What follows belongs to an exercise in optimizing a design on an open flow for small area and a short achievable clock period; a production flow would make more cautious choices. RTL that was checked went through simulation tests only; none was proved equivalent to the original. Function not checked in runs 1 to 4: the RTL went through the layout flow alone. Power is estimated from default activity; no workload was simulated.

--- flow/constraint.sdc ---
create_clock -name core_clock -period 8.0 [get_ports {clk}]
set_input_delay 1.6000 -clock core_clock [delete_from_list [all_inputs] [get_ports {clk}]]
set_output_delay 1.6000 -clock core_clock [all_outputs]
set_load 0.01 [all_outputs]
--- flow/run.sh ---
#!/bin/bash
# synth_recipe.tcl (not shown) runs the flow's synth.tcl, then flattens the netlist and writes it again
# the make line also repeats each setting of config.mk as NAME=value (left out here)
make -C /OpenROAD-flow-scripts/flow DESIGN_CONFIG=/design/flow/config.mk WORK_HOME=/design/flow/orfs CLKGATE_MAP_FILE= SYNTH_SCRIPT=/design/flow/synth_recipe.tcl finish
--- flow/design.v ---
`default_nettype none
package fft_types_pkg;
	localparam int SAMPLE_W = 16;
	typedef logic signed [SAMPLE_W-1:0] sample_t;
	localparam int ACC_W = 32;
	typedef logic signed [ACC_W-1:0] acc_t;
	localparam int MAX_LOG2_POINTS = 4;
	localparam int MIN_LOG2_POINTS = 2;
	localparam logic CAP_IDLE = 1'b0;
	localparam logic CAP_COLLECT = 1'b1;
endpackage
`default_nettype wire
`default_nettype none
package fft_twiddle_pkg;
	localparam int FRAC_BITS = 13;
	localparam int TWIDDLE_COUNT = 8;
	localparam logic [16*TWIDDLE_COUNT-1:0] TWIDDLE_RE = {
		16'hE270,
		16'hE95F,
		16'hF3C1,
		16'h0000,
		16'h0C3F,
		16'h16A1,
		16'h1D90,
		16'h2000
	};
	localparam logic [16*TWIDDLE_COUNT-1:0] TWIDDLE_IM = {
		16'hF3C1,
		16'hE95F,
		16'hE270,
		16'hE000,
		16'hE270,
		16'hE95F,
		16'hF3C1,
		16'h0000
	};
endpackage
`default_nettype wire
`default_nettype none
module fft_top (
	input wire clk,
	input wire rst_n,
	input wire stb,
	input wire sop_in,
	input wire [15:0] x_re,
	input wire [15:0] x_im,
	output wire valid_out,
	output wire sop_out,
	output wire [15:0] y_re,
	output wire [15:0] y_im
);
	reg coll;
	reg [2:0] m;
	reg xv;
	reg [2:0] xm;
	reg [12:1] ph;
	reg vo, so;
	wire [2:0] idx = coll ? m : 3'd0;
	wire acc = stb & (coll | sop_in);
	wire ph0 = xv & (xm == 3'd7);
	always @(posedge clk or negedge rst_n) begin
		if (!rst_n) begin
			coll <= 1'b0;
			m <= 3'd0;
			xv <= 1'b0;
			xm <= 3'd0;
			ph <= 12'd0;
			vo <= 1'b0;
			so <= 1'b0;
		end else begin
			xv <= acc;
			xm <= idx;
			if (acc) begin
				coll <= (idx != 3'd7);
				m <= idx + 3'd1;
			end
			ph <= {ph[11:1], ph0};
			vo <= |ph[12:5];
			so <= ph[5];
		end
	end
	assign valid_out = vo;
	assign sop_out = so;
	reg [15:0] xr, xi;
	always @(posedge clk) begin
		xr <= x_re;
		xi <= x_im;
	end
	reg [63:0] lo_r, lo_i, hi_r, hi_i;
	reg [15:0] p1r, p1i, f1r, f1i;
	reg w2;
	wire lo_sh = xv | ph[1];
	always @(posedge clk) begin
		if (ph0) begin
			p1r <= hi_r[16 +: 16];
			p1i <= hi_i[16 +: 16];
		end else if (ph[3]) begin
			p1r <= hi_r[48 +: 16];
			p1i <= hi_i[48 +: 16];
		end else if (lo_sh & ~ph[1] & ~ph[2]) begin
			p1r <= lo_r[32 +: 16];
			p1i <= lo_i[32 +: 16];
		end else begin
			p1r <= lo_r[48 +: 16];
			p1i <= lo_i[48 +: 16];
		end
		if (ph0) begin
			f1r <= b1i;
			f1i <= ~b1r;
		end else if (ph[1] | ph[2]) begin
			f1r <= lo_r[16 +: 16];
			f1i <= lo_i[16 +: 16];
		end else if (ph[3]) begin
			f1r <= hi_i[16 +: 16];
			f1i <= ~hi_r[16 +: 16];
		end else begin
			f1r <= x_re;
			f1i <= x_im;
		end
		w2 <= ph0 | ph[3];
	end
	wire [16:0] sr = {p1r[15], p1r} + {f1r[15], f1r};
	wire [16:0] dr = {p1r[15], p1r} + ~{f1r[15], f1r} + 17'd1;
	wire [16:0] si = {p1i[15], p1i} + {f1i[15], f1i} + {16'd0, w2};
	wire [16:0] di = {p1i[15], p1i} + ~{f1i[15], f1i} + {16'd0, ~w2};
	wire [15:0] a1r = {sr[16], sr[14:0]};
	wire [15:0] b1r = {dr[16], dr[14:0]};
	wire [15:0] a1i = {si[16], si[14:0]};
	wire [15:0] b1i = {di[16], di[14:0]};
	always @(posedge clk) begin
		if (lo_sh) begin
			lo_r <= {lo_r[47:0], xm[2] ? a1r : xr};
			lo_i <= {lo_i[47:0], xm[2] ? a1i : xi};
		end
	end
	always @(posedge clk) begin
		if (xv & xm[2]) begin
			hi_r <= {hi_r[47:0], b1r};
			hi_i <= {hi_i[47:0], b1i};
		end
	end
	reg [31:0] al_r, al_i;
	reg [63:0] bl_r, bl_i;
	always @(posedge clk) begin
		al_r <= {al_r[15:0], a1r};
		al_i <= {al_i[15:0], a1i};
		bl_r <= {bl_r[47:0], b1r};
		bl_i <= {bl_i[47:0], b1i};
	end
	reg [15:0] tqr, tqi;
	always @(posedge clk) begin
		if (ph[1]) begin
			tqr <= a1r;
			tqi <= a1i;
		end else if (ph[3]) begin
			tqr <= bl_r[16 +: 16];
			tqi <= bl_i[16 +: 16];
		end
	end
	reg tsub;
	reg [16:0] tx;
	always @(posedge clk) begin
		tsub <= ph[2] | ph[4];
		tx <= {tqi[15], tqi} + (tsub ? ~{tqr[15], tqr} : {tqr[15], tqr}) + {16'd0, tsub};
	end
	wire [20:0] ex = {{4{tx[16]}}, tx};
	wire [24:0] ey = {{8{tx[16]}}, tx};
	reg [20:0] m11;
	reg [24:0] m161;
	reg mn;
	always @(posedge clk) begin
		m11 <= (ex << 3) + (ex << 1) + ex;
		m161 <= (ey << 7) + (ey << 5) + ey;
		mn <= |tx[12:0];
	end
	wire [29:0] mp = {m11[20], m11, 9'd0} + {{5{m161[24]}}, m161};
	wire [16:0] fx = mp[29:13];
	reg [16:0] hf;
	reg hn;
	always @(posedge clk) begin
		hf <= fx;
		hn <= mn;
	end
	reg [15:0] p2r, p2i;
	reg [16:0] f2r, f2i;
	reg crb, cia, cib;
	reg cc;
	always @(posedge clk) begin
		if (ph[4]) begin
			p2r <= al_r[16 +: 16];
			p2i <= al_i[16 +: 16];
			f2r <= {al_r[15], al_r[0 +: 16]};
			f2i <= {al_i[15], al_i[0 +: 16]};
			crb <= 1'b1;
			cia <= 1'b0;
			cib <= 1'b1;
		end else if (ph[5]) begin
			p2r <= al_r[0 +: 16];
			p2i <= al_i[0 +: 16];
			f2r <= hf;
			f2i <= fx;
			crb <= ~hn;
			cia <= 1'b0;
			cib <= ~mn;
		end else if (ph[6]) begin
			p2r <= bl_r[48 +: 16];
			p2i <= bl_i[48 +: 16];
			f2r <= {bl_i[47], bl_i[32 +: 16]};
			f2i <= ~{bl_r[47], bl_r[32 +: 16]};
			crb <= 1'b1;
			cia <= 1'b1;
			cib <= 1'b0;
		end else begin
			p2r <= bl_r[32 +: 16];
			p2i <= bl_i[32 +: 16];
			f2r <= fx;
			f2i <= ~hf;
			crb <= ~mn;
			cia <= ~hn;
			cib <= 1'b0;
		end
		cc <= ph[4] | ph[5] | ph[6] | ph[7];
	end
	wire [17:0] e2r = {{2{p2r[15]}}, p2r};
	wire [17:0] e2i = {{2{p2i[15]}}, p2i};
	wire [17:0] g2r = {f2r[16], f2r};
	wire [17:0] g2i = {f2i[16], f2i};
	wire [17:0] ar = e2r + g2r;
	wire [17:0] br = e2r + ~g2r + {17'd0, crb};
	wire [17:0] ai = e2i + g2i + {17'd0, cia};
	wire [17:0] bi = e2i + ~g2i + {17'd0, cib};
	reg [63:0] xl_r, xl_i;
	reg [15:0] yr, yi;
	always @(posedge clk) begin
		xl_r <= {xl_r[47:0], br[17], br[14:0]};
		xl_i <= {xl_i[47:0], bi[17], bi[14:0]};
		yr <= cc ? {ar[17], ar[14:0]} : xl_r[48 +: 16];
		yi <= cc ? {ai[17], ai[14:0]} : xl_i[48 +: 16];
	end
	assign y_re = yr;
	assign y_im = yi;
endmodule
`default_nettype wire
--- flow/config.mk ---
export PLATFORM = sky130hd
export DESIGN_NAME = fft_top
export DESIGN_NICKNAME = fft_top
export VERILOG_FILES = /design/flow/design.v
export SDC_FILE = /design/flow/constraint.sdc
export NUM_CORES = 4
export LEC_CHECK = 0
export CAP_MARGIN = 20
export CORE_MARGIN = 2
export CORE_UTILIZATION = 40
export SETUP_SLACK_MARGIN = 5
export SLEW_MARGIN = 20
==> flow_metrics.py, run 1 <==
metrics = {
    "outcome": {
        "status": "complete, no violations",
    },
    "die": {
        "dieArea_sq_mm": 0.0914,
        "placementRows": 109,
        "start_util": 0.403,
        "core-area_sq_mm": 0.0882,
        "die_w_um": 302,
        "io_pins": 70,
        "die_y_um": 302,
    },
    "place": {
        "placed_cell_area_sq_mm": 0.0374,
        "port_buffers": 69,
        "dp_hpwl_um": 56700,
        "place_congestion": 0.865,
    },
    "timing": {
        "max_slew_margin": 0.292,
        "setup_viol": 0,
        "min_period_ps": 2990,
        "final_max_slew_viol_count": 0,
        "setup_tns_ps": 0,
        "worst-slew-pin-transition_ps": 1060,
        "grt_setup_unrepaired": "yes",
        "hold-worst-slack_ps": 311,
        "finalCritPeriodShare": 0.373,
        "finalHoldViolCount": 0,
        "finalClockSkew_ps": 46.4,
        "fmaxAchievable_mhz": 335,
    },
    "power": {
        "cellLeakagePower_nw": 16.8,
        "design_power_total_w": 0.0175,
        "p_per_area_mw_per_mm2": 424,
        "ir_drop_mv": 0.263,
    },
    "global_route": {
        "grt_pass1_vias": 21300,
        "grt_pass1_wl_um": 125000,
        "grt_usage": 0.179,
        "antenna_found_initial": 0,
        "grt_max_degree": 109,
        "grt-ovfl-total": 0,
    },
    "critical_path": {
        "r2r_end": "m11[18]",
        "crit_type": "reg -> reg",
        "end_kind": "register",
        "startpoint_type": "register",
        "cp_common_cell": "a2111o_1",
        "r2r_cells": 12,
        "cp-startpoint": "tx[0]",
        "cp_max_fo": 3,
        "cp.required_ps": 8590,
        "slowest_stage": "fa_1",
        "max_stage_delay_ps": 540,
        "rrSetupSlack_ps": 5010,
        "critical_path_arrival_ps": 3580,
        "rr_startpoint": "tx[0]",
        "cp_cell_sequence": "inv_2 > fa_1 > inv_1 > fa_2 > a21o_1 > a21oi_2 > o21bai_1 > a2111o_1 > nand4b_1 > nand2_2 > a2111o_1 > o2111ai_1",
    },
    "cells_and_area": {
        "area_growth_pct": 16.1,
        "drive_above_1_share": 0.0985,
        "final_nets": 3498,
        "final_area_sq_mm": 0.0413,
    },
    "yosys": {
        "yosysMostFrequentCell": "dfxtp_1",
        "yosysTopAreaCellShare": 0.332,
        "synth-edff-count": 288,
        "synth_area_per_cell_sq_um": 11.4,
        "synth.distinct_cells": 77,
        "synth_commonest_cells": "dfxtp_1, edfxtp_1, a21oi_1, nor2_1, inv_1",
        "async_reset_ff_frac": 0.0233,
        "synthFlopType": "dfxtp_1",
        "ys_seq_area_frac": 0.590,
        "synth_area_sq_mm": 0.0356,
        "ys_warn_count": 1,
        "synth_cells": 3128,
        "ys_top_cells_by_area": "dfxtp_1, edfxtp_1, ha_1",
        "synth_top_area_cell": "dfxtp_1",
        "ys_ff_latch": 900,
        "synth_fp_nets": 3405,
    },
    "drt": {
        "drcViolationCount": 0,
        "vias_per_cell": 4.97,
        "wl_um": 81400,
        "drt_iter0_markers": 1657,
        "via_count": 22200,
        "wire_per_inst_um": 18.2,
        "drt_pass1_iterations": 5,
        "postRouteAntennaNets": 0,
    },
    "clock_network": {
        "cts.htree.levels": 3,
        "cts-root-buf": "clkbuf_16",
        "insertion_delay_ps": 680,
        "cts_sinks": 900,
        "postCtsHoldBufs": 0,
        "numCtsBuffers": 94,
        "cts_tree": "built",
        "clock_path_buffers": 3,
        "clk_transition_reported_paths_ps": 70,
    },
    "worst_hold_path": {
        "min_from": "xl_r[27]",
        "min_to": "xl_r[43]",
        "hold_depth": 0,
        "hold_class": "reg -> reg",
    },
    "run": {
        "drv_cap": 0,
    },
}
-- how the worst max path moves through the flow --
stage | to | slack, ps | cells after the start
3_3_place_gp | sop_out | 4570 | 1
3_5_place_dp | sop_out | 4570 | 1
6_report | m11[18] | 5010 | 12
5_1_grt | m11[18] | 4890 | 12
2_1_floorplan | m161[24] | 5000 | 12
4_1_cts | sop_out | 4870 | 1
-- cell type report --
type,instances,area [sq um]
antenna,1,2.50
multi-input combinational,1879,13600
inverter,229,860
sequential,900,21100
clock buffer,118,2530
timing repair buffer,117,1040
fill,7954,46900
tap,1165,1460
clock inverter,57,769
-- cells in the final DEF, fill, tap and decap left out, types with 36 or more instances in the layout --
| cell | synthesis | routed |
|---|---|---|
| dfxtp_1 | 591 | 575 |
| edfxtp_1 | 288 | 288 |
| a21oi_1 | 253 | 246 |
| nor2_1 | 232 | 231 |
| inv_1 | 227 | 225 |
| nand2_1 | 205 | 204 |
| ha_1 | 199 | 197 |
| o21ai_0 | 176 | 173 |
| xnor2_1 | 120 | 110 |
| mux2i_1 | 110 | 110 |
| clkbuf_16 | 0 | 95 |
| nor3_1 | 47 | 47 |
| a211oi_1 | 47 | 45 |
| buf_4 | 0 | 43 |
| fa_1 | 42 | 41 |
| xor2_1 | 42 | 36 |
-- report_power, final --
group	switching [W]	leakage (nW)	internal, W
logic	0.00353	7.23	0.00240
clock network	0.00186	1.61	0.00278
registers	0.000672	7.93	0.00628
-- sequential cells by signal, summed over array words and instances, names as in the netlist, 17 cells and up --
name,count
bl_i,64
hi_i,64
hi_r,64
lo_i,64
lo_r,64
xl_i,64
xl_r,64
bl_r,63
al_i,32
al_r,31
m11,20
f2i,17
f2r,17
hf,17
m161,17
tx,17
-- logic make-up after synthesis --
| group | synth area share |
|---|---|
| xor+xnor | 0.0399 |
| fa+ha+maj | 0.0936 |
| buf+inv | 0.0372 |
| flops | 0.590 |
| simple gates | 0.0826 |
| mux | 0.0379 |
| compound gates | 0.119 |
-- routing by layer --
metal	vias up	global-route usage	routed length (um)
li1	11000	-	-
met4	0	0.0583	2400
met3	120	0.0274	3600
met5	-	0	0
met2	439	0.278	36400
met1	10600	0.255	39000
-- critical path, delay by kind of cell (launching register included) --
kind,cells,cell delay [ps]
compound gates,6,1390
fa+ha+maj,2,880
flops,1,330
simple gates,2,190
buf+inv,2,130
-- per-stage QoR --
stage	setup slack [ps]	utilization	cells
final	5010	0.468	4466
after detailed placement	4570	0.424	4252
after floorplan	5000	-	3128
after global routing	4890	0.468	4465
after CTS	4870	0.465	4448
after global placement	4570	0.424	4252
-- repair_timing --
item / 4_1_cts / 5_1_grt
endpoints found under the setup margin: 248 / 110
pin swaps: 9 / 11
buffers inserted: 19 / 17
gates resized for setup: 68 / 42
gates cloned: 2 / 0
==> inputs of run 2 (changes only) <==
--- a/flow/config.mk
+++ b/flow/config.mk
@@ -7,6 +7,6 @@
 export LEC_CHECK = 0
 export CAP_MARGIN = 20
 export CORE_MARGIN = 2
-export CORE_UTILIZATION = 40
+export CORE_UTILIZATION = 60
 export SETUP_SLACK_MARGIN = 5
 export SLEW_MARGIN = 20
==> run 2 against run 1 <==
  * Sequential power is essentially flat
  * Worst setup slack got worse by 40 ps
  * Die area fell by 33%
  * Sequential cell count is the same
  * Non-clock buffer count fell by 2
  * Sequential share of layout area is 0.83 points higher
  * Largest cell class unchanged
==> flow_metrics.py, run 2 <==
metrics = {
    "die": {
        "die_y_um": 248,
        "io_pins": 70,
        "placementRows": 89,
        "dieArea_sq_mm": 0.0613,
        "die_w_um": 248,
        "core-area_sq_mm": 0.0588,
        "start_util": 0.605,
    },
    "critical_path": {
        "cp_max_fo": 4,
        "crit_type": "reg -> reg",
        "end_kind": "register",
        "cp.required_ps": 8550,
        "critical_path_arrival_ps": 3580,
        "startpoint_type": "register",
    },
    "global_route": {
        "grt_pass1_wl_um": 125000,
        "grt_usage": 0.265,
        "grt-ovfl-total": 0,
        "antenna_found_initial": 1,
        "grt_pass1_vias": 22300,
        "grt_max_degree": 101,
    },
    "yosys": {
        "synth_area_per_cell_sq_um": 11.4,
        "yosysTopAreaCellShare": 0.332,
        "async_reset_ff_frac": 0.0233,
        "yosysMostFrequentCell": "dfxtp_1",
        "synth_fp_nets": 3405,
        "ys_ff_latch": 900,
        "synthFlopType": "dfxtp_1",
        "synth_area_sq_mm": 0.0356,
        "synth_commonest_cells": "dfxtp_1, edfxtp_1, a21oi_1, nor2_1, inv_1",
        "synth_cells": 3128,
        "ys_top_cells_by_area": "dfxtp_1, edfxtp_1, ha_1",
        "synth.distinct_cells": 77,
        "ys_warn_count": 1,
        "ys_seq_area_frac": 0.590,
        "synth_top_area_cell": "dfxtp_1",
        "synth-edff-count": 288,
    },
    "cells_and_area": {
        "fillers": 4329,
        "multi_input_area_sq_mm": 0.0138,
        "seq_area_sq_mm": 0.0211,
        "final_nets": 3490,
        "layout_commonest_cell": "dfxtp_1",
        "mostFrequentLayoutCells": "dfxtp_1, edfxtp_1, a21oi_1",
        "area_growth_pct": 14.4,
        "final_area_sq_mm": 0.0407,
        "drive_above_1_share": 0.104,
        "num_antenna_cells": 0,
    },
    "timing": {
        "finalClockSkew_ps": 20.5,
        "fmaxAchievable_mhz": 330,
        "max_slew_margin": 0.244,
        "setup_viol": 0,
        "final_max_slew_viol_count": 0,
        "setup_tns_ps": 0,
        "finalCritPeriodShare": 0.378,
        "grt_setup_unrepaired": "yes",
        "finalHoldViolCount": 0,
        "worst-slew-pin-transition_ps": 1130,
        "min_period_ps": 3030,
    },
    "clock_network": {
        "numCtsBuffers": 88,
        "clk_transition_reported_paths_ps": 60,
        "clock_path_buffers": 3,
        "cts.htree.levels": 3,
        "cts_tree": "built",
        "cts-root-buf": "clkbuf_16",
        "insertion_delay_ps": 650,
        "cts_sinks": 900,
    },
    "place": {
        "placed_cell_area_sq_mm": 0.0369,
        "place_congestion": 0.889,
        "dp_hpwl_um": 56700,
        "port_buffers": 69,
    },
    "run": {
        "drv_cap": 0,
    },
    "drt": {
        "postRouteAntennaNets": 0,
        "drcViolationCount": 0,
        "drt_pass1_iterations": 5,
        "wire_per_inst_um": 20.1,
        "vias_per_cell": 5.63,
        "via_count": 22900,
        "drt_iter0_markers": 1665,
        "wl_um": 81600,
    },
    "power": {
        "p_per_area_mw_per_mm2": 427,
        "ir_drop_mv": 0.305,
        "cellLeakagePower_nw": 16.7,
        "design_power_total_w": 0.0174,
    },
    "outcome": {
        "status": "complete, no violations",
    },
    "worst_hold_path": {
        "hold_class": "reg -> reg",
    },
}
## run 2: report_power, final
group | leakage, nW | switching (W) | total (W) | internal (W)
logic | 7.25 | 0.00364 | 0.00613 | 0.00249
clock network | 1.51 | 0.00177 | 0.00427 | 0.00250
registers | 7.93 | 0.000688 | 0.00697 | 0.00628
## run 2: what timing repair did
item | in CTS | in global routing
hold buffers | 0 | 0
endpoints found under the setup margin | 290 | 90
setup buffers | 20 | 13
gates resized for setup | 88 | 61
pin swaps | 13 | 16
gates cloned | 1 | 1
## run 2: layer usage
layer	part of all wire	GRT usage	vias to the layer above	routed length [um]
li1	-	-	11000	-
met1	0.44	0.360	11000	36300
met2	0.47	0.440	648	38400
met3	0.049	0.0381	172	4010
met4	0.035	0.0886	0	2870
met5	0	0	-	0
## run 2: logic make-up (layout without fill, tap and decap cells)
group,Yosys count,in the layout,synth area share
AOI/OAI and AO/OA,689,689,0.119
xor gates and xnor gates,162,162,0.0399
adders and majority gates,241,241,0.0936
buffers and inverters,351,506,0.0372
DFF,900,900,0.590
muxes,132,132,0.0379
and+or+nand+nor,653,655,0.0826
## run 2: worst max-delay path: stages, from the launching register on
cell,delay (ps)
dfxtp_4,350
buf_6,130
ha_1,270
ha_2,200
fa_2,400
a21o_1,180
a21oi_2,140
o21bai_1,120
a2111o_1,420
nand4b_1,130
nand2_2,90
a2111o_1,410
o2111ai_1,100
## run 2: worst paths after layout
path	slack (ps)	end	startpoint	cells past startpoint
max	4970	m11[18]	tx[2]	12
min	320	xl_r[24]	xl_r[8]	0
max reg2reg	4970	m11[18]	tx[2]	12
min reg2reg	320	xl_r[24]	xl_r[8]	0
max in group asynchronous	6730	ph[3]	rst_n	1
min in group asynchronous	910	xm[1]	rst_n	1
## run 2: final cells by class
cell class / instances / area share
flip-flops and latches: 900 / 0.518
multi-input cells: 1879 / 0.338
clock buffers: 118 / 0.0624
repair buffers: 115 / 0.0253
well taps: 773 / 0.0238
inverters: 229 / 0.0211
clock inverters: 44 / 0.0117
## run 2: metrics by stage
step | util | std cells | setup slack (ps) | hold WS, ps
2_1_floorplan | - | 3128 | 5000 | 310
3_3_place_gp | 0.628 | 3861 | 4590 | 310
3_5_place_dp | 0.628 | 3861 | 4460 | 312
4_1_cts | 0.685 | 4044 | 4900 | 314
5_1_grt | 0.692 | 4058 | 4870 | 328
6_report | 0.692 | 4058 | 4970 | 317
==> inputs of run 3 (changes only) <==
--- a/flow/config.mk
+++ b/flow/config.mk
@@ -7,6 +7,8 @@
 export LEC_CHECK = 0
 export CAP_MARGIN = 20
 export CORE_MARGIN = 2
-export CORE_UTILIZATION = 60
+export CORE_UTILIZATION = 40
+export CTS_BUF_LIST = sky130_fd_sc_hd__clkbuf_8
+export CTS_CLUSTER_SIZE = 30
 export SETUP_SLACK_MARGIN = 5
 export SLEW_MARGIN = 20
==> run 3 against run 2 <==
  * Synthesized cell count unchanged
  * Global-route usage decreased by 8.5 points
  * Clock-buffer cell count increased by 59
  * Final cell count increased by 12%
  * Critical path depth decreased by 11
  * Via count decreased by 1.3%
  * Wire length increased by 0.36%
  * Clock skew increased by 36 ps
  * Sequential cell count unchanged
==> flow_metrics.py, run 3 <==
metrics = {
    "outcome": {
        "status": "complete, no violations",
    },
    "clock_network": {
        "cts_tree": "built",
        "clk_transition_reported_paths_ps": 60,
        "cts-root-buf": "clkbuf_8",
        "clock_path_buffers": 3,
        "numCtsBuffers": 151,
        "insertion_delay_ps": 820,
        "cts.htree.levels": 4,
        "cts_sinks": 900,
    },
    "die": {
        "start_util": 0.403,
        "core-area_sq_mm": 0.0882,
        "dieArea_sq_mm": 0.0914,
        "die_w_um": 302,
        "io_pins": 70,
        "placementRows": 109,
        "die_y_um": 302,
    },
    "place": {
        "place_congestion": 0.865,
        "dp.cells": 4252,
        "place_ws_ps": 4570,
        "port_buffers": 69,
        "dp_hpwl_um": 56700,
    },
    "critical_path": {
        "startpoint_type": "register",
        "crit_cells": 1,
        "timing.critical_path.buf_inv": 1,
        "rrSetupSlack_ps": 5000,
        "cp_cell_sequence": "buf_6",
        "r2r_end": "m11[18]",
        "r2r_cells": 12,
        "rr_startpoint": "tx[2]",
        "critical_path_arrival_ps": 1430,
        "max_stage_delay_ps": 500,
        "crit_type": "reg -> out",
        "path_delay_family": "flip-flops",
        "end_kind": "output pin",
        "slowest_stage": "dfrtp_4",
        "cp_max_fo": 2,
        "cp.required_ps": 6400,
    },
    "global_route": {
        "grt-ovfl-total": 0,
        "grt_pass1_wl_um": 126000,
        "grt_max_degree": 109,
        "antenna_found_initial": 1,
        "grt_pass1_vias": 21900,
        "grt_usage": 0.180,
    },
    "timing": {
        "finalHoldViolCount": 0,
        "finalClockSkew_ps": 56.9,
        "max_slew_margin": 0.286,
        "grt_setup_unrepaired": "yes",
        "setup_tns_ps": 0,
        "final_max_slew_viol_count": 0,
        "hold-worst-slack_ps": 296,
        "min_period_ps": 3030,
        "worst-slew-pin-transition_ps": 1070,
        "setup_viol": 0,
        "finalCritPeriodShare": 0.379,
        "setup_slack_ps": 4970,
        "fmaxAchievable_mhz": 330,
    },
    "cells_and_area": {
        "fin_cells": 4565,
        "drive_above_1_share": 0.121,
        "final_core_util": 0.466,
        "final_nets": 3553,
        "mostFrequentLayoutCells": "dfxtp_1, edfxtp_1, inv_1",
        "area_growth_pct": 15.5,
        "layout_commonest_cell": "dfxtp_1",
    },
    "drt": {
        "drt_iter0_markers": 1569,
        "wire_per_inst_um": 17.9,
        "drcViolationCount": 0,
        "postRouteAntennaNets": 0,
        "drt_pass1_iterations": 5,
        "wl_um": 81900,
        "via_count": 22600,
        "vias_per_cell": 4.94,
    },
    "yosys": {
        "ys_seq_area_frac": 0.590,
        "ys_top_cells_by_area": "dfxtp_1, edfxtp_1, ha_1",
        "synth_commonest_cells": "dfxtp_1, edfxtp_1, a21oi_1, nor2_1, inv_1",
        "ys_ff_latch": 900,
        "yosysMostFrequentCell": "dfxtp_1",
        "synthFlopType": "dfxtp_1",
        "synth.distinct_cells": 77,
        "synth-edff-count": 288,
        "synth_area_per_cell_sq_um": 11.4,
        "async_reset_ff_frac": 0.0233,
        "synth_area_sq_mm": 0.0356,
        "ys_warn_count": 1,
        "synth_fp_nets": 3405,
        "synth_top_area_cell": "dfxtp_1",
        "yosysTopAreaCellShare": 0.332,
        "synth_cells": 3128,
    },
    "run": {
        "drv_cap": 0,
    },
    "power": {
        "ir_drop_mv": 0.217,
        "cellLeakagePower_nw": 16.9,
        "p_per_area_mw_per_mm2": 414,
    },
    "worst_hold_path": {
        "hold_depth": 0,
        "hold_class": "reg -> reg",
        "min_from": "bl_i[2]",
        "min_to": "bl_i[18]",
    },
}
## run 3: changes by cell type in the layout (fill, tap and decap cells not counted), moves of 10 or more
cell | previous run | this run
buf_2 | 1 | 11
clkbuf_1 | 13 | 0
clkbuf_16 | 93 | 0
clkbuf_8 | 12 | 178
dlygate4sd2_1 | 33 | 0
clkdlybuf4s15_1 | 0 | 10
inv_1 | 224 | 275
## run 3: per-stage QoR
| stage | total power, W | cell area, sq um |
|---|---|---|
| 2_1_floorplan | 0.0108 | 35600 |
| 3_3_place_gp | 0.0128 | 37400 |
| 3_5_place_dp | 0.0128 | 37400 |
| 4_1_cts | 0.0170 | 40800 |
| 5_1_grt | 0.0182 | 41100 |
| 6_report | 0.0170 | 41100 |
## run 3: what timing repair did
action | 4_1_cts | 5_1_grt
gates resized for setup | 131 | 51
endpoints found under the setup margin | 248 | 134
hold buffers | 0 | 0
pin swaps | 14 | 10
setup buffers | 19 | 15
cloned | 2 | 0
## run 3: area by class of cell
class,count,area (sq um)
antenna,1,2.50
clock buffer,177,2440
clock inverter,99,661
fill,8071,47100
inverter,229,860
multi-input combinational,1879,13600
sequential,900,21100
tap,1165,1460
timing repair buffer,115,1010
## run 3: routing by layer
metal,vias to the layer above,wire length (um),track usage
met2,549,36800,0.279
met1,10700,38800,0.251
met5,-,0,0
met4,0,2140,0.0649
li1,11200,-,-
met3,136,4170,0.0364
## run 3: report_power, final
part | leakage, nW | internal [W] | switching, W
registers | 7.93 | 0.00628 | 0.000673
clock network | 1.78 | 0.00226 | 0.00185
logic | 7.20 | 0.00241 | 0.00355
total | 16.9 | 0.0109 | 0.00607
## run 3: worst max-delay path by stage
| stage | from | to | slack (ps) |
|---|---|---|---|
| after global placement | ph[6] | sop_out | 4570 |
| after CTS | ph[6] | sop_out | 4880 |
| after detailed placement | ph[6] | sop_out | 4570 |
| after floorplan | tx[7] | m161[24] | 5000 |
| after global routing | ph[6] | sop_out | 4900 |
| final | ph[6] | sop_out | 4970 |
## run 3: cells by family after synthesis
| group | after synthesis | share of synthesized area |
|---|---|---|
| buf+inv | 351 | 0.0372 |
| xor+xnor | 162 | 0.0399 |
| compound gates | 689 | 0.119 |
| mux | 132 | 0.0379 |
| simple gates | 653 | 0.0826 |
| flops | 900 | 0.590 |
| fa+ha+maj | 241 | 0.0936 |
==> inputs of run 4 (changes only) <==
--- a/flow/config.mk
+++ b/flow/config.mk
@@ -8,7 +8,7 @@
 export CAP_MARGIN = 20
 export CORE_MARGIN = 2
 export CORE_UTILIZATION = 40
-export CTS_BUF_LIST = sky130_fd_sc_hd__clkbuf_8
-export CTS_CLUSTER_SIZE = 30
+export CTS_BUF_LIST = sky130_fd_sc_hd__clkbuf_4
+export CTS_CLUSTER_SIZE = 20
 export SETUP_SLACK_MARGIN = 5
 export SLEW_MARGIN = 20
==> run 4 against run 3 <==
  * Wire length up 1.1%
  * Clock power down 7.1%
  * Clock-buffer cell count up 147
  * Clock skew up 15 ps
  * Critical path type unchanged
  * Largest cell class unchanged
==> flow_metrics.py, run 4 <==
metrics = {
    "critical_path": {
        "max_stage_delay_ps": 500,
        "path_delay_family": "flip-flops",
        "timing.critical_path.buf_inv": 1,
        "cp_cell_sequence": "buf_6",
        "cp_max_fo": 2,
        "startpoint_type": "register",
        "slowest_stage": "dfrtp_4",
        "critical_path_arrival_ps": 1680,
        "r2r_cells": 12,
        "cp.required_ps": 6400,
        "crit_cells": 1,
        "end_kind": "output pin",
        "crit_type": "reg -> out",
    },
    "place": {
        "place_congestion": 0.865,
        "port_buffers": 69,
        "dp_hpwl_um": 56700,
    },
    "yosys": {
        "synth-edff-count": 288,
        "synth_commonest_cells": "dfxtp_1, edfxtp_1, a21oi_1, nor2_1, inv_1",
        "yosysMostFrequentCell": "dfxtp_1",
        "synth_fp_nets": 3405,
        "ys_ff_latch": 900,
        "ys_top_cells_by_area": "dfxtp_1, edfxtp_1, ha_1",
        "synth_top_area_cell": "dfxtp_1",
        "ys_warn_count": 1,
        "synth_area_sq_mm": 0.0356,
        "ys_seq_area_frac": 0.590,
        "synth.distinct_cells": 77,
        "yosysTopAreaCellShare": 0.332,
        "synthFlopType": "dfxtp_1",
        "synth_area_per_cell_sq_um": 11.4,
        "synth_cells": 3128,
        "async_reset_ff_frac": 0.0233,
    },
    "die": {
        "dieArea_sq_mm": 0.0914,
        "core-area_sq_mm": 0.0882,
        "die_y_um": 302,
        "die_w_um": 302,
        "placementRows": 109,
        "io_pins": 70,
        "start_util": 0.403,
    },
    "cells_and_area": {
        "final_nets": 3634,
        "drive_above_1_share": 0.164,
        "mostFrequentLayoutCells": "dfxtp_1, clkbuf_4, edfxtp_1",
        "layout_commonest_cell": "dfxtp_1",
        "area_growth_pct": 15.3,
    },
    "power": {
        "design_power_total_w": 0.0168,
        "cellLeakagePower_nw": 16.9,
        "swShare": 0.360,
        "pwr-share-comb": 0.358,
        "switchingPower_w": 0.00604,
        "power_frac_seq": 0.414,
        "p_per_area_mw_per_mm2": 409,
        "power_frac_clock": 0.228,
        "ir_drop_mv": 0.190,
        "internal_power_w": 0.0107,
    },
    "global_route": {
        "antenna_found_initial": 4,
        "grt_pass1_wl_um": 127000,
        "grt_pass1_vias": 22500,
        "grt_max_degree": 109,
        "grt-ovfl-total": 0,
        "grt_usage": 0.182,
    },
    "outcome": {
        "status": "complete, no violations",
    },
    "clock_network": {
        "cts.htree.levels": 4,
        "insertion_delay_ps": 1080,
        "cts_sinks": 900,
        "cts-root-buf": "clkbuf_4",
        "clk_transition_reported_paths_ps": 70,
        "numCtsBuffers": 221,
        "cts_tree": "built",
        "clock_path_buffers": 3,
    },
    "drt": {
        "drcViolationCount": 0,
        "drt_iter0_markers": 1612,
        "wire_per_inst_um": 17.6,
        "drt_pass1_iterations": 6,
        "postRouteAntennaNets": 0,
        "vias_per_cell": 4.92,
        "wl_um": 82800,
        "via_count": 23100,
    },
    "timing": {
        "finalCritPeriodShare": 0.410,
        "finalHoldViolCount": 0,
        "finalClockSkew_ps": 71.7,
        "grt_setup_unrepaired": "yes",
        "setup_tns_ps": 0,
        "fmaxAchievable_mhz": 305,
        "worst-slew-pin-transition_ps": 1070,
        "max_slew_margin": 0.287,
        "min_period_ps": 3280,
        "setup_viol": 0,
        "final_max_slew_viol_count": 0,
    },
    "run": {
        "drv_cap": 0,
    },
    "worst_hold_path": {
        "hold_depth": 0,
        "hold_class": "reg -> reg",
    },
}
## run 4: changes by cell type in the layout (fill, tap and decap cells not counted), sizes merged
cell / previous run / this run
clkdlybuf4s15: 18 / 0
clkinv: 26 / 63
inv: 290 / 229
clkbuf: 183 / 325
diode: 1 / 7
clkinvlp: 5 / 3
buf: 57 / 91
bufinv: 7 / 5
## run 4: per-stage QoR
step	cell area, sq um	utilization	hold WS [ps]	setup WS, ps	instances
5_1_grt	41000	0.465	308	4610	4697
3_5_place_dp	37400	0.424	312	4570	4252
6_report	41000	0.465	312	4720	4701
4_1_cts	40500	0.459	306	4610	4668
3_3_place_gp	37400	0.424	310	4570	4252
2_1_floorplan	35600	-	310	5000	3128
## run 4: timing repair
item | in CTS | in global routing
setup buffers | 19 | 25
pin swaps | 15 | 17
cloned | 2 | 0
endpoints found under the setup margin | 254 | 127
resized for setup | 182 | 60
hold buffers | 0 | 0
## run 4: per-layer routing
layer  track usage  share of wire
met3        0.0454          0.059
met5             0              0
met4        0.0672          0.023
met2         0.280           0.45
met1         0.247           0.47
## run 4: cell type report
class                           instances  area, sq um
Multi-Input combinational cell       1879        13700
Tap cell                             1165         1460
Inverter                              229          862
Clock buffer                          324         2430
Timing Repair Buffer                  126         1070
Antenna cell                            7         17.5
Clock inverter                         71          433
Sequential cell                       900        21100
Fill cell                            8121        47200
## run 4: cells by family after synthesis
logic type | count (synthesis) | share of synthesized area
DFF | 900 | 0.590
buffers and inverters | 351 | 0.0372
and+or+nand+nor | 653 | 0.0826
xor gates and xnor gates | 162 | 0.0399
AOI/OAI and AO/OA | 689 | 0.119
muxes | 132 | 0.0379
adders and majority gates | 241 | 0.0936
## run 4: worst paths after layout
check	start	endpoint	slack (ps)
worst max-delay path	ph[6]	sop_out	4720
worst min-delay path	xl_r[30]	xl_r[46]	310
worst max register to register	tx[2]	m11[18]	5010
worst min register to register	xl_r[30]	xl_r[46]	310
max in group asynchronous	rst_n	ph[6]	7020
min in group asynchronous	rst_n	m[2]	510
## run 4: power by group through the flow
stage	Clock, W	Combinational [W]	Sequential (W)
floorplan	0	0.00403	0.00681
global placement	0	0.00573	0.00702
detailed placement	0	0.00575	0.00706
CTS	0.00394	0.00582	0.00696
global route	0.00420	0.00667	0.00710
finish	0.00382	0.00600	0.00695
==> inputs of run 5 (changes only) <==
--- a/flow/design.v
+++ b/flow/design.v
@@ -86,7 +86,8 @@
 		xr <= x_re;
 		xi <= x_im;
 	end
-	reg [63:0] lo_r, lo_i, hi_r, hi_i;
+	reg [63:0] lo_r, lo_i;
+	reg [47:0] hi_r, hi_i;
 	reg [15:0] p1r, p1i, f1r, f1i;
 	reg w2;
 	wire lo_sh = xv | ph[1];
@@ -95,8 +96,8 @@
 			p1r <= hi_r[16 +: 16];
 			p1i <= hi_i[16 +: 16];
 		end else if (ph[3]) begin
-			p1r <= hi_r[48 +: 16];
-			p1i <= hi_i[48 +: 16];
+			p1r <= hi_r[32 +: 16];
+			p1i <= hi_i[32 +: 16];
 		end else if (lo_sh & ~ph[1] & ~ph[2]) begin
 			p1r <= lo_r[32 +: 16];
 			p1i <= lo_i[32 +: 16];
@@ -111,8 +112,8 @@
 			f1r <= lo_r[16 +: 16];
 			f1i <= lo_i[16 +: 16];
 		end else if (ph[3]) begin
-			f1r <= hi_i[16 +: 16];
-			f1i <= ~hi_r[16 +: 16];
+			f1r <= hi_i[0 +: 16];
+			f1i <= ~hi_r[0 +: 16];
 		end else begin
 			f1r <= x_re;
 			f1i <= x_im;
@@ -134,9 +135,9 @@
 		end
 	end
 	always @(posedge clk) begin
-		if (xv & xm[2]) begin
-			hi_r <= {hi_r[47:0], b1r};
-			hi_i <= {hi_i[47:0], b1i};
+		if (xv & xm[2] & ~(xm[1] & xm[0])) begin
+			hi_r <= {hi_r[31:0], b1r};
+			hi_i <= {hi_i[31:0], b1i};
 		end
 	end
 	reg [31:0] al_r, al_i;
--- a/flow/config.mk
+++ b/flow/config.mk
@@ -8,7 +8,7 @@
 export CAP_MARGIN = 20
 export CORE_MARGIN = 2
 export CORE_UTILIZATION = 40
-export CTS_BUF_LIST = sky130_fd_sc_hd__clkbuf_4
-export CTS_CLUSTER_SIZE = 20
+export CTS_CLUSTER_DIAMETER = 120
+export CTS_CLUSTER_SIZE = 30
 export SETUP_SLACK_MARGIN = 5
 export SLEW_MARGIN = 20
==> run 5 against run 4 <==
  * Worst setup slack better by 300 ps
  * Sequential share of layout area up 1.5 points
  * Critical path type is now reg -> reg
  * Sequential power shrank 3.3%
  * Still clean on timing, DRC and antenna
  * Via count is 7.8% lower
  * Hold slack improved by 18 ps
  * Core utilization is 2.0 points lower
  * Critical endpoint is now m11[18]
  * Clock power down 43%
  * First-iteration DRC count fell by 20%
==> flow_metrics.py, run 5 <==
metrics = {
    "outcome": {
        "status": "complete, no violations",
    },
    "cells_and_area": {
        "layout_commonest_cell": "dfxtp_1",
        "num_antenna_cells": 0,
        "drive_above_1_share": 0.0657,
        "final_nets": 3409,
        "fillers": 7988,
        "mostFrequentLayoutCells": "dfxtp_1, a21oi_1, edfxtp_1",
        "multi_input_area_sq_mm": 0.0136,
        "seq_area_sq_mm": 0.0201,
        "area_growth_pct": 9.76,
    },
    "critical_path": {
        "slowest_stage": "fa_1",
        "cp_cell_sequence": "inv_2 > fa_1 > inv_2 > fa_2 > a21o_1 > a21oi_2 > o21bai_1 > a2111o_1 > nand4b_1 > nand2_2 > a2111o_1 > o2111ai_2",
        "max_stage_delay_ps": 570,
        "rrSetupSlack_ps": 5020,
        "cp.required_ps": 8520,
        "r2r_end": "m11[18]",
        "crit_type": "reg -> reg",
        "startpoint_type": "register",
        "rr_startpoint": "tx[2]",
        "r2r_cells": 12,
        "cp_max_fo": 2,
        "end_kind": "register",
        "critical_path_arrival_ps": 3500,
    },
    "yosys": {
        "ys_warn_count": 1,
        "synthMuxAreaShare": 0.0389,
        "yosysTopAreaCellShare": 0.341,
        "synth_xor_area_frac": 0.0409,
        "async_reset_ff_frac": 0.0242,
        "synth_area_per_cell_sq_um": 11.2,
        "synthSimpleGateAreaFrac": 0.0856,
        "synth-compound-area-share": 0.121,
        "synthAdderAreaFrac": 0.0961,
        "synth_area_sq_mm": 0.0347,
        "yosysMostFrequentCell": "dfxtp_1",
        "synth_fp_nets": 3385,
        "synth-edff-count": 256,
        "ys_seq_area_frac": 0.578,
        "synth_top_family_by_area": "compound AO/OA/AOI/OAI gates",
        "synth_top_area_cell": "dfxtp_1",
        "synth_cells": 3108,
        "ys_ff_latch": 868,
        "synth.distinct_cells": 76,
        "ys_top_cells_by_area": "dfxtp_1, edfxtp_1, ha_1",
        "synth_commonest_cells": "dfxtp_1, a21oi_1, edfxtp_1, nor2_1, inv_1",
        "synthFlopType": "dfxtp_1",
    },
    "clock_network": {
        "cts_tree": "built",
        "insertion_delay_ps": 600,
        "cts_sinks": 868,
        "cts.htree.levels": 2,
        "clk_transition_reported_paths_ps": 110,
        "postCtsHoldBufs": 0,
        "numCtsBuffers": 34,
        "cts-root-buf": "clkbuf_16",
        "clock_path_buffers": 3,
    },
    "die": {
        "core-area_sq_mm": 0.0855,
        "placementRows": 107,
        "start_util": 0.405,
        "io_pins": 70,
        "dieArea_sq_mm": 0.0890,
        "die_y_um": 298,
        "die_w_um": 298,
    },
    "global_route": {
        "grt-ovfl-total": 0,
        "grt_pass1_vias": 20600,
        "grt_usage": 0.166,
        "antenna_found_initial": 1,
        "grt_pass1_wl_um": 117000,
        "grt_max_degree": 94,
    },
    "timing": {
        "finalCritPeriodShare": 0.373,
        "hold-worst-slack_ps": 329,
        "min_period_ps": 2980,
        "setup_slack_ps": 5020,
        "final_max_slew_viol_count": 0,
        "setup_viol": 0,
        "worst-slew-pin-transition_ps": 928,
        "fmaxAchievable_mhz": 335,
        "max_slew_margin": 0.377,
        "grt_setup_unrepaired": "yes",
        "setup_tns_ps": 0,
        "finalClockSkew_ps": 16.2,
        "finalHoldViolCount": 0,
    },
    "drt": {
        "drt_pass1_iterations": 5,
        "via_count": 21300,
        "drt_iter0_markers": 1296,
        "wire_per_inst_um": 17.5,
        "vias_per_cell": 4.96,
        "wl_um": 75000,
        "drcViolationCount": 0,
        "postRouteAntennaNets": 0,
    },
    "place": {
        "place_congestion": 0.851,
        "port_buffers": 69,
        "dp_hpwl_um": 53700,
        "place_ws_ps": 4530,
    },
    "power": {
        "cellLeakagePower_nw": 15.3,
        "design_power_total_w": 0.0147,
        "p_per_area_mw_per_mm2": 386,
        "ir_drop_mv": 0.168,
    },
    "worst_hold_path": {
        "hold_class": "reg -> reg",
        "min_to": "bl_i[25]",
        "min_from": "bl_i[9]",
        "hold_depth": 0,
    },
    "run": {
        "drv_cap": 0,
    },
}
## run 5: cell types whose count changed after synthesis, moves of 3 or more
cell      before  now
inv_1        227  232
clkbuf_1      98  101
o21ai_0      176  160
a21oi_1      253  273
edfxtp_1     288  256
nand2_1      205  188
o31ai_1       22   18
nor2_1       232  251
nand2b_1      23   27
## run 5: critical path: cells and delay by family, from the launching register on
kind | cells | cell delay (ps)
flops | 1 | 370
simple gates | 2 | 200
buf+inv | 2 | 100
fa+ha+maj | 2 | 910
compound gates | 6 | 1310
## run 5: logic make-up after synthesis
| logic type | after synthesis |
|---|---|
| flip-flops | 868 |
| AO/OA/AOI/OAI | 688 |
| AND/OR/NAND/NOR | 658 |
| buffers and inverters | 359 |
| adder cells (fa/ha/maj) | 241 |
| XOR/XNOR | 162 |
| multiplexers | 132 |
## run 5: area by class of cell
cell class / instances / share of cell area
inverters: 233 / 0.0230
flip-flops and latches: 868 / 0.528
clock buffers: 54 / 0.0252
well taps: 1144 / 0.0376
multi-input cells: 1881 / 0.359
clock inverters: 1 / 0.000230
repair buffers: 114 / 0.0272
## run 5: per-stage QoR
stage,area [sq um],cells,utilization
floorplan,34700,3108,-
global placement,36500,4210,0.426
detailed placement,36500,4210,0.426
CTS,37700,4283,0.441
global route,38000,4295,0.445
finish,38000,4295,0.445
## run 5: how the worst max path moves through the flow
stage | from | slack (ps) | to | depth (start not counted)
finish | tx[2] | 5020 | m11[18] | 12
global route | tx[2] | 4890 | m11[18] | 12
CTS | ph[6] | 4750 | sop_out | 1
detailed placement | tx[7] | 4530 | m161[24] | 12
global placement | tx[7] | 4590 | m161[24] | 12
floorplan | tx[7] | 5000 | m161[24] | 12
## run 5: where the power goes
group | switching (W) | internal [W]
Clock | 0.00133 | 0.000843
Combinational | 0.00339 | 0.00242
Sequential | 0.000659 | 0.00606
Total | 0.00538 | 0.00932
## run 5: timing repair
action / in CTS / in global routing
gates resized for setup: 73 / 45
buffers inserted: 18 / 12
pin swaps: 12 / 13
endpoints found under the setup margin: 211 / 62
## run 5: per-layer routing
metal | vias up | GRT usage | wire, um
met5 | - | 0 | 0
li1 | 10700 | - | -
met3 | 72 | 0.0205 | 2980
met2 | 340 | 0.271 | 34300
met1 | 10200 | 0.236 | 36400
met4 | 0 | 0.0358 | 1340
==> inputs of run 6 (changes only) <==
--- a/flow/config.mk
+++ b/flow/config.mk
@@ -8,7 +8,5 @@
 export CAP_MARGIN = 20
 export CORE_MARGIN = 2
 export CORE_UTILIZATION = 40
-export CTS_CLUSTER_DIAMETER = 120
-export CTS_CLUSTER_SIZE = 30
 export SETUP_SLACK_MARGIN = 5
 export SLEW_MARGIN = 20
==> run 6 against run 5 <==
  * Register-to-register slack barely moved
  * Sequential cell count unchanged
  * Largest power group unchanged
  * Critical path depth unchanged
  * First-iteration DRC count up 3.5%
  * Worst setup slack improved by 15 ps
  * Wire length up 2.1%
  * Largest cell class unchanged
  * Clock power is 97% higher
==> flow_metrics.py, run 6 <==
metrics = {
    "power": {
        "power_frac_seq": 0.401,
        "p_per_area_mw_per_mm2": 419,
        "switchingPower_w": 0.00576,
        "pwr-share-comb": 0.344,
        "swShare": 0.343,
        "cellLeakagePower_nw": 16.3,
        "ir_drop_mv": 0.202,
        "power_frac_clock": 0.255,
        "design_power_total_w": 0.0168,
        "internal_power_w": 0.0110,
    },
    "critical_path": {
        "rr_startpoint": "tx[2]",
        "cp.required_ps": 8550,
        "cp_cell_sequence": "inv_2 > fa_1 > inv_2 > fa_2 > a21o_1 > a21oi_2 > o21bai_1 > a2111o_1 > nand4b_1 > nand2_2 > a2111o_1 > o2111ai_2",
        "max_stage_delay_ps": 570,
        "startpoint_type": "register",
        "crit_type": "reg -> reg",
        "slowest_stage": "fa_1",
        "r2r_cells": 12,
        "cp_max_fo": 2,
        "r2r_end": "m11[18]",
        "rrSetupSlack_ps": 5030,
        "end_kind": "register",
        "critical_path_arrival_ps": 3520,
    },
    "drt": {
        "drt_iter0_markers": 1341,
        "drt_pass1_iterations": 5,
        "drcViolationCount": 0,
        "wl_um": 76600,
        "wire_per_inst_um": 17.4,
        "postRouteAntennaNets": 0,
        "vias_per_cell": 4.94,
        "via_count": 21700,
    },
    "timing": {
        "setup_viol": 0,
        "final_max_slew_viol_count": 0,
        "fmaxAchievable_mhz": 337,
        "finalHoldViolCount": 0,
        "grt_setup_unrepaired": "yes",
        "finalCritPeriodShare": 0.371,
        "max_slew_margin": 0.389,
        "min_period_ps": 2970,
        "finalClockSkew_ps": 28.2,
        "setup_tns_ps": 0,
        "worst-slew-pin-transition_ps": 910,
    },
    "global_route": {
        "antenna_found_initial": 0,
        "met2_usage": 0.274,
        "grt_busiest_layer": "met2",
        "grt_usage": 0.170,
        "grt_pass1_wl_um": 120000,
        "grt_max_degree": 94,
        "grt_pass1_vias": 21200,
        "globalRouteMet1Util": 0.239,
        "grt-ovfl-total": 0,
        "use_met3": 0.0253,
    },
    "die": {
        "io_pins": 70,
        "dieArea_sq_mm": 0.0890,
        "die_w_um": 298,
        "placementRows": 107,
        "core-area_sq_mm": 0.0855,
        "die_y_um": 298,
        "start_util": 0.405,
    },
    "yosys": {
        "ys_ff_latch": 868,
        "synthFlopType": "dfxtp_1",
        "ys_seq_area_frac": 0.578,
        "synth_cells": 3108,
        "yosysMostFrequentCell": "dfxtp_1",
        "synth_area_sq_mm": 0.0347,
        "ys_warn_count": 1,
        "async_reset_ff_frac": 0.0242,
        "synth_area_per_cell_sq_um": 11.2,
        "ys_top_cells_by_area": "dfxtp_1, edfxtp_1, ha_1",
        "synth_commonest_cells": "dfxtp_1, a21oi_1, edfxtp_1, nor2_1, inv_1",
        "synth_top_area_cell": "dfxtp_1",
        "synth-edff-count": 256,
        "yosysTopAreaCellShare": 0.341,
        "synth_fp_nets": 3385,
        "synth.distinct_cells": 76,
    },
    "cells_and_area": {
        "seq_area_sq_mm": 0.0201,
        "multi_input_area_sq_mm": 0.0136,
        "mostFrequentLayoutCells": "dfxtp_1, a21oi_1, edfxtp_1",
        "drive_above_1_share": 0.0948,
        "num_antenna_cells": 0,
        "fillers": 7790,
        "fin_cells": 4405,
        "area_growth_pct": 15.7,
        "final_nets": 3462,
        "layout_commonest_cell": "dfxtp_1",
    },
    "clock_network": {
        "insertion_delay_ps": 650,
        "clock_path_buffers": 3,
        "postCtsHoldBufs": 0,
        "clk_transition_reported_paths_ps": 60,
        "cts-root-buf": "clkbuf_16",
        "cts_sinks": 868,
        "numCtsBuffers": 89,
        "cts_tree": "built",
        "cts.htree.levels": 3,
    },
    "place": {
        "port_buffers": 69,
        "dp.cells": 4210,
        "dp_hpwl_um": 53700,
        "place_congestion": 0.851,
    },
    "worst_hold_path": {
        "min_to": "xl_i[30]",
        "hold_depth": 0,
        "min_from": "xl_i[14]",
        "hold_class": "reg -> reg",
    },
    "outcome": {
        "status": "complete, no violations",
    },
    "run": {
        "drv_cap": 0,
    },
}
## run 6: how the worst max path moves through the flow
| stage | end | start |
|---|---|---|
| finish | m11[18] | tx[2] |
| global route | m11[18] | tx[2] |
| CTS | sop_out | ph[6] |
| detailed placement | m161[24] | tx[7] |
| global placement | m161[24] | tx[7] |
| floorplan | m161[24] | tx[7] |
## run 6: critical path, delay by kind of cell, from the launching register on
family	cells	cell delay, ps
buf+inv	2	100
flops	1	350
compound gates	6	1330
fa+ha+maj	2	910
simple gates	2	190
## run 6: layout make-up
class | count | share of cell area
clock inverters | 37 | 0.0115
flip-flops and latches | 868 | 0.501
multi-input cells | 1881 | 0.340
inverters | 233 | 0.0218
repair buffers | 112 | 0.0254
clock buffers | 130 | 0.0647
well taps | 1144 | 0.0357
## run 6: metal layers
metal	routed length, um	part of all wire
met1	37000	0.48
met4	1840	0.024
met2	34700	0.45
met5	0	0
met3	3100	0.040
## run 6: metrics by stage
step | utilization | area [sq um] | hold slack, ps | setup slack (ps)
6_report | 0.469 | 40100 | 315 | 5030
5_1_grt | 0.469 | 40100 | 319 | 4900
4_1_cts | 0.465 | 39800 | 320 | 4740
3_5_place_dp | 0.426 | 36500 | 312 | 4530
3_3_place_gp | 0.426 | 36500 | 310 | 4590
2_1_floorplan | - | 34700 | 310 | 5000
## run 6: cell families after synthesis
family          after synthesis  share of synthesized area
mux                         132                     0.0389
buf+inv                     359                     0.0391
compound gates              688                      0.121
fa+ha+maj                   241                     0.0961
xor+xnor                    162                     0.0409
flops                       868                      0.578
simple gates                658                     0.0856
## run 6: what timing repair did
action / in CTS / in global routing
pin swaps: 11 / 10
setup buffers: 18 / 10
resized for setup: 68 / 45
endpoints found under the setup margin: 208 / 68
## run 6: power by group through the flow
stage          clock network (W)  logic, W  registers (W)
2_1_floorplan                  0   0.00403        0.00660
3_3_place_gp                   0   0.00556        0.00680
3_5_place_dp                   0   0.00559        0.00684
4_1_cts                  0.00437   0.00567        0.00675
5_1_grt                  0.00455   0.00645        0.00689
6_report                 0.00427   0.00578        0.00673
==> inputs of run 7 (changes only) <==
--- a/flow/config.mk
+++ b/flow/config.mk
@@ -8,5 +8,7 @@
 export CAP_MARGIN = 20
 export CORE_MARGIN = 2
 export CORE_UTILIZATION = 40
+export CTS_CLUSTER_DIAMETER = 90
+export CTS_CLUSTER_SIZE = 22
 export SETUP_SLACK_MARGIN = 5
 export SLEW_MARGIN = 20
==> run 7 against run 6 <==
  * Final cell count is 2.0% lower
  * Worst setup slack worse by 29 ps
  * Clock skew down 9.7 ps
  * Core utilization shrank 2.0 points
  * First-iteration DRC count down 12%
  * Wire length fell by 1.7%
  * Fmax decreased by 0.97%
  * Critical path depth down 1
  * Power fell by 10%
  * Global-route usage shrank 0.30 points
  * Area after synthesis is the same
  * Register-to-register slack worse by 30 ps
  * Largest cell class unchanged
  * Largest power group unchanged
==> flow_metrics.py, run 7 <==
metrics = {
    "outcome": {
        "status": "complete, no violations",
    },
    "timing": {
        "setup_viol": 0,
        "finalClockSkew_ps": 18.6,
        "fmaxAchievable_mhz": 334,
        "finalCritPeriodShare": 0.374,
        "min_period_ps": 3000,
        "final_max_slew_viol_count": 0,
        "setup_slack_ps": 5000,
        "grt_setup_unrepaired": "yes",
        "max_slew_margin": 0.395,
        "worst-slew-pin-transition_ps": 901,
        "finalHoldViolCount": 0,
        "setup_tns_ps": 0,
    },
    "clock_network": {
        "clock_path_buffers": 3,
        "postCtsHoldBufs": 0,
        "insertion_delay_ps": 620,
        "cts-root-buf": "clkbuf_16",
        "cts_sinks": 868,
        "clk_transition_reported_paths_ps": 90,
        "cts.htree.levels": 2,
        "numCtsBuffers": 46,
        "cts_tree": "built",
    },
    "die": {
        "placementRows": 107,
        "die_y_um": 298,
        "die_w_um": 298,
        "io_pins": 70,
        "core-area_sq_mm": 0.0855,
        "dieArea_sq_mm": 0.0890,
        "start_util": 0.405,
    },
    "yosys": {
        "synth_top_area_cell": "dfxtp_1",
        "synth-edff-count": 256,
        "ys_warn_count": 1,
        "ys_top_cells_by_area": "dfxtp_1, edfxtp_1, ha_1",
        "yosysMostFrequentCell": "dfxtp_1",
        "synth_area_sq_mm": 0.0347,
        "ys_ff_latch": 868,
        "async_reset_ff_frac": 0.0242,
        "synth_commonest_cells": "dfxtp_1, a21oi_1, edfxtp_1, nor2_1, inv_1",
        "synth_fp_nets": 3385,
        "ys_seq_area_frac": 0.578,
        "synth_area_per_cell_sq_um": 11.2,
        "synthFlopType": "dfxtp_1",
        "yosysTopAreaCellShare": 0.341,
        "synth_cells": 3108,
        "synth.distinct_cells": 76,
    },
    "worst_hold_path": {
        "min_to": "xl_r[34]",
        "hold_depth": 0,
        "hold_class": "reg -> reg",
        "min_from": "xl_r[18]",
    },
    "run": {
        "drv_cap": 0,
    },
    "drt": {
        "postRouteAntennaNets": 0,
        "drcViolationCount": 0,
        "wire_per_inst_um": 17.5,
        "drt_iter0_markers": 1178,
        "drt_pass1_iterations": 5,
        "vias_per_cell": 4.93,
        "via_count": 21300,
        "wl_um": 75300,
    },
    "global_route": {
        "grt-ovfl-total": 0,
        "grt_pass1_vias": 20600,
        "grt_max_degree": 94,
        "grt_usage": 0.167,
        "grt_pass1_wl_um": 117000,
        "antenna_found_initial": 2,
    },
    "cells_and_area": {
        "final_area_sq_mm": 0.0384,
        "num_antenna_cells": 0,
        "seq_area_sq_mm": 0.0201,
        "area_growth_pct": 10.7,
        "final_core_util": 0.448,
        "fin_cells": 4315,
        "layout_commonest_cell": "dfxtp_1",
        "multi_input_area_sq_mm": 0.0136,
        "mostFrequentLayoutCells": "dfxtp_1, a21oi_1, edfxtp_1",
        "final_nets": 3419,
        "fillers": 7937,
        "drive_above_1_share": 0.0694,
    },
    "critical_path": {
        "crit_type": "reg -> reg",
        "r2r_end": "m11[18]",
        "cp.required_ps": 8530,
        "end_kind": "register",
        "r2r_cells": 11,
        "critical_path_arrival_ps": 3530,
        "cp_max_fo": 4,
        "rr_startpoint": "tx[3]",
        "startpoint_type": "register",
        "rrSetupSlack_ps": 5000,
    },
    "power": {
        "p_per_area_mw_per_mm2": 392,
        "ir_drop_mv": 0.171,
        "cellLeakagePower_nw": 15.5,
    },
    "place": {
        "port_buffers": 69,
        "dp.cells": 4210,
        "place_congestion": 0.851,
        "placed_cell_area_sq_mm": 0.0365,
        "place_ws_ps": 4530,
        "dp_hpwl_um": 53700,
    },
}
[run 7: critical path: stages (launching register included)]
cell       delay [ps]
dfxtp_4           350
buf_4             160
fa_1              480
ha_1              360
a21o_1            200
a21oi_2           140
o21bai_1          110
a2111o_1          430
nand4b_1          130
nand2_2            80
a2111o_1          380
o2111ai_2          90
[run 7: final cells by class]
| cell class | count | share of cell area |
|---|---|---|
| clock buffers | 71 | 0.0333 |
| clock inverters | 6 | 0.00134 |
| inverters | 233 | 0.0228 |
| multi-input cells | 1881 | 0.355 |
| flip-flops and latches | 868 | 0.524 |
| well taps | 1144 | 0.0373 |
| repair buffers | 112 | 0.0264 |
[run 7: metal layers]
| layer | track usage | wire length [um] | up-vias |
|---|---|---|---|
| li1 | - | - | 10800 |
| met1 | 0.236 | 36300 | 10100 |
| met2 | 0.272 | 34200 | 391 |
| met3 | 0.0228 | 3370 | 82 |
| met4 | 0.0389 | 1410 | 2 |
| met5 | 0 | 10 | - |
[run 7: cell families (layout without fill, tap and decap cells)]
kind of cell               count (synthesis)  after routing  share of synthesized area
muxes                                    132            132                     0.0389
adders and majority gates                241            241                     0.0961
xor gates and xnor gates                 162            162                     0.0409
and+or+nand+nor                          658            658                     0.0856
DFF                                      868            868                      0.578
AOI/OAI and AO/OA                        688            688                      0.121
buffers and inverters                    359            422                     0.0391
[run 7: power by group]
group	leakage, nW	total [W]	internal (W)	switching [W]
registers	7.64	0.00672	0.00606	0.000662
clock network	0.642	0.00252	0.00111	0.00140
logic	7.18	0.00578	0.00240	0.00338
total	15.5	0.0150	0.00958	0.00545
[run 7: timing repair]
item / CTS / global route
resized for setup: 72 / 44
buffers inserted: 18 / 10
setup endpoints to repair: 209 / 69
pin swaps: 12 / 12
[run 7: metrics by stage]
step	power, W	hold slack (ps)
6_report	0.0150	317
5_1_grt	0.0161	317
4_1_cts	0.0150	324
3_5_place_dp	0.0124	312
3_3_place_gp	0.0124	310
2_1_floorplan	0.0106	310
[run 7: worst max path at each step]
stage,startpoint,to,slack [ps],depth (start not counted)
after global placement,tx[7],m161[24],4590,12
after detailed placement,tx[7],m161[24],4530,12
after CTS,ph[6],sop_out,4960,1
after global routing,tx[2],m11[18],4880,12
after floorplan,tx[7],m161[24],5000,12
final,tx[3],m11[18],5000,11

[static timing again, ports no longer ideal]
The results above use ideal ports. As a check the final layouts listed here were re-extracted and re-timed, cells and wires unchanged. Step 1 (the two cells are an assumption about what drives the block):
set clk [get_ports {clk}]
set_driving_cell -lib_cell sky130_fd_sc_hd__clkbuf_16 $clk
set_driving_cell -lib_cell sky130_fd_sc_hd__buf_2 [delete_from_list [all_inputs] $clk]
Step 2 adds t to the input delays and takes it off the output delays; t is the mean of the earliest and latest rising clock arrival at the registers after step 1. Input paths then give back, and output paths get back, about the clock's delay inside the block. Three values: ideal, step 1, step 2; two values: the first two.
run | shift t [ns] | slack for setup (ns) | worst setup path after step 2 | worst slew at a driven data input, ns
run 1 | 0.722 | 5.014 / 5.002 / 5.014 | register to register | 0.05
run 2 | 0.699 | 4.974 / 4.974 / 4.974 | register to register | 0.05
run 3 | 0.852 | 4.971 / 4.909 / 5.000 | register to register | 0.05
run 4 | 1.100 | 4.723 / 4.661 / 5.010 | register to register | 0.05
run 5 | 0.657 | 5.019 / 5.019 / 5.019 | register to register | 0.06
run 6 | 0.694 | 5.034 / 5.000 / 5.034 | register to register | 0.06
run 7 | 0.671 | 5.005 / 5.005 / 5.005 | register to register | 0.06
After both steps setup and hold are still met in every run listed.
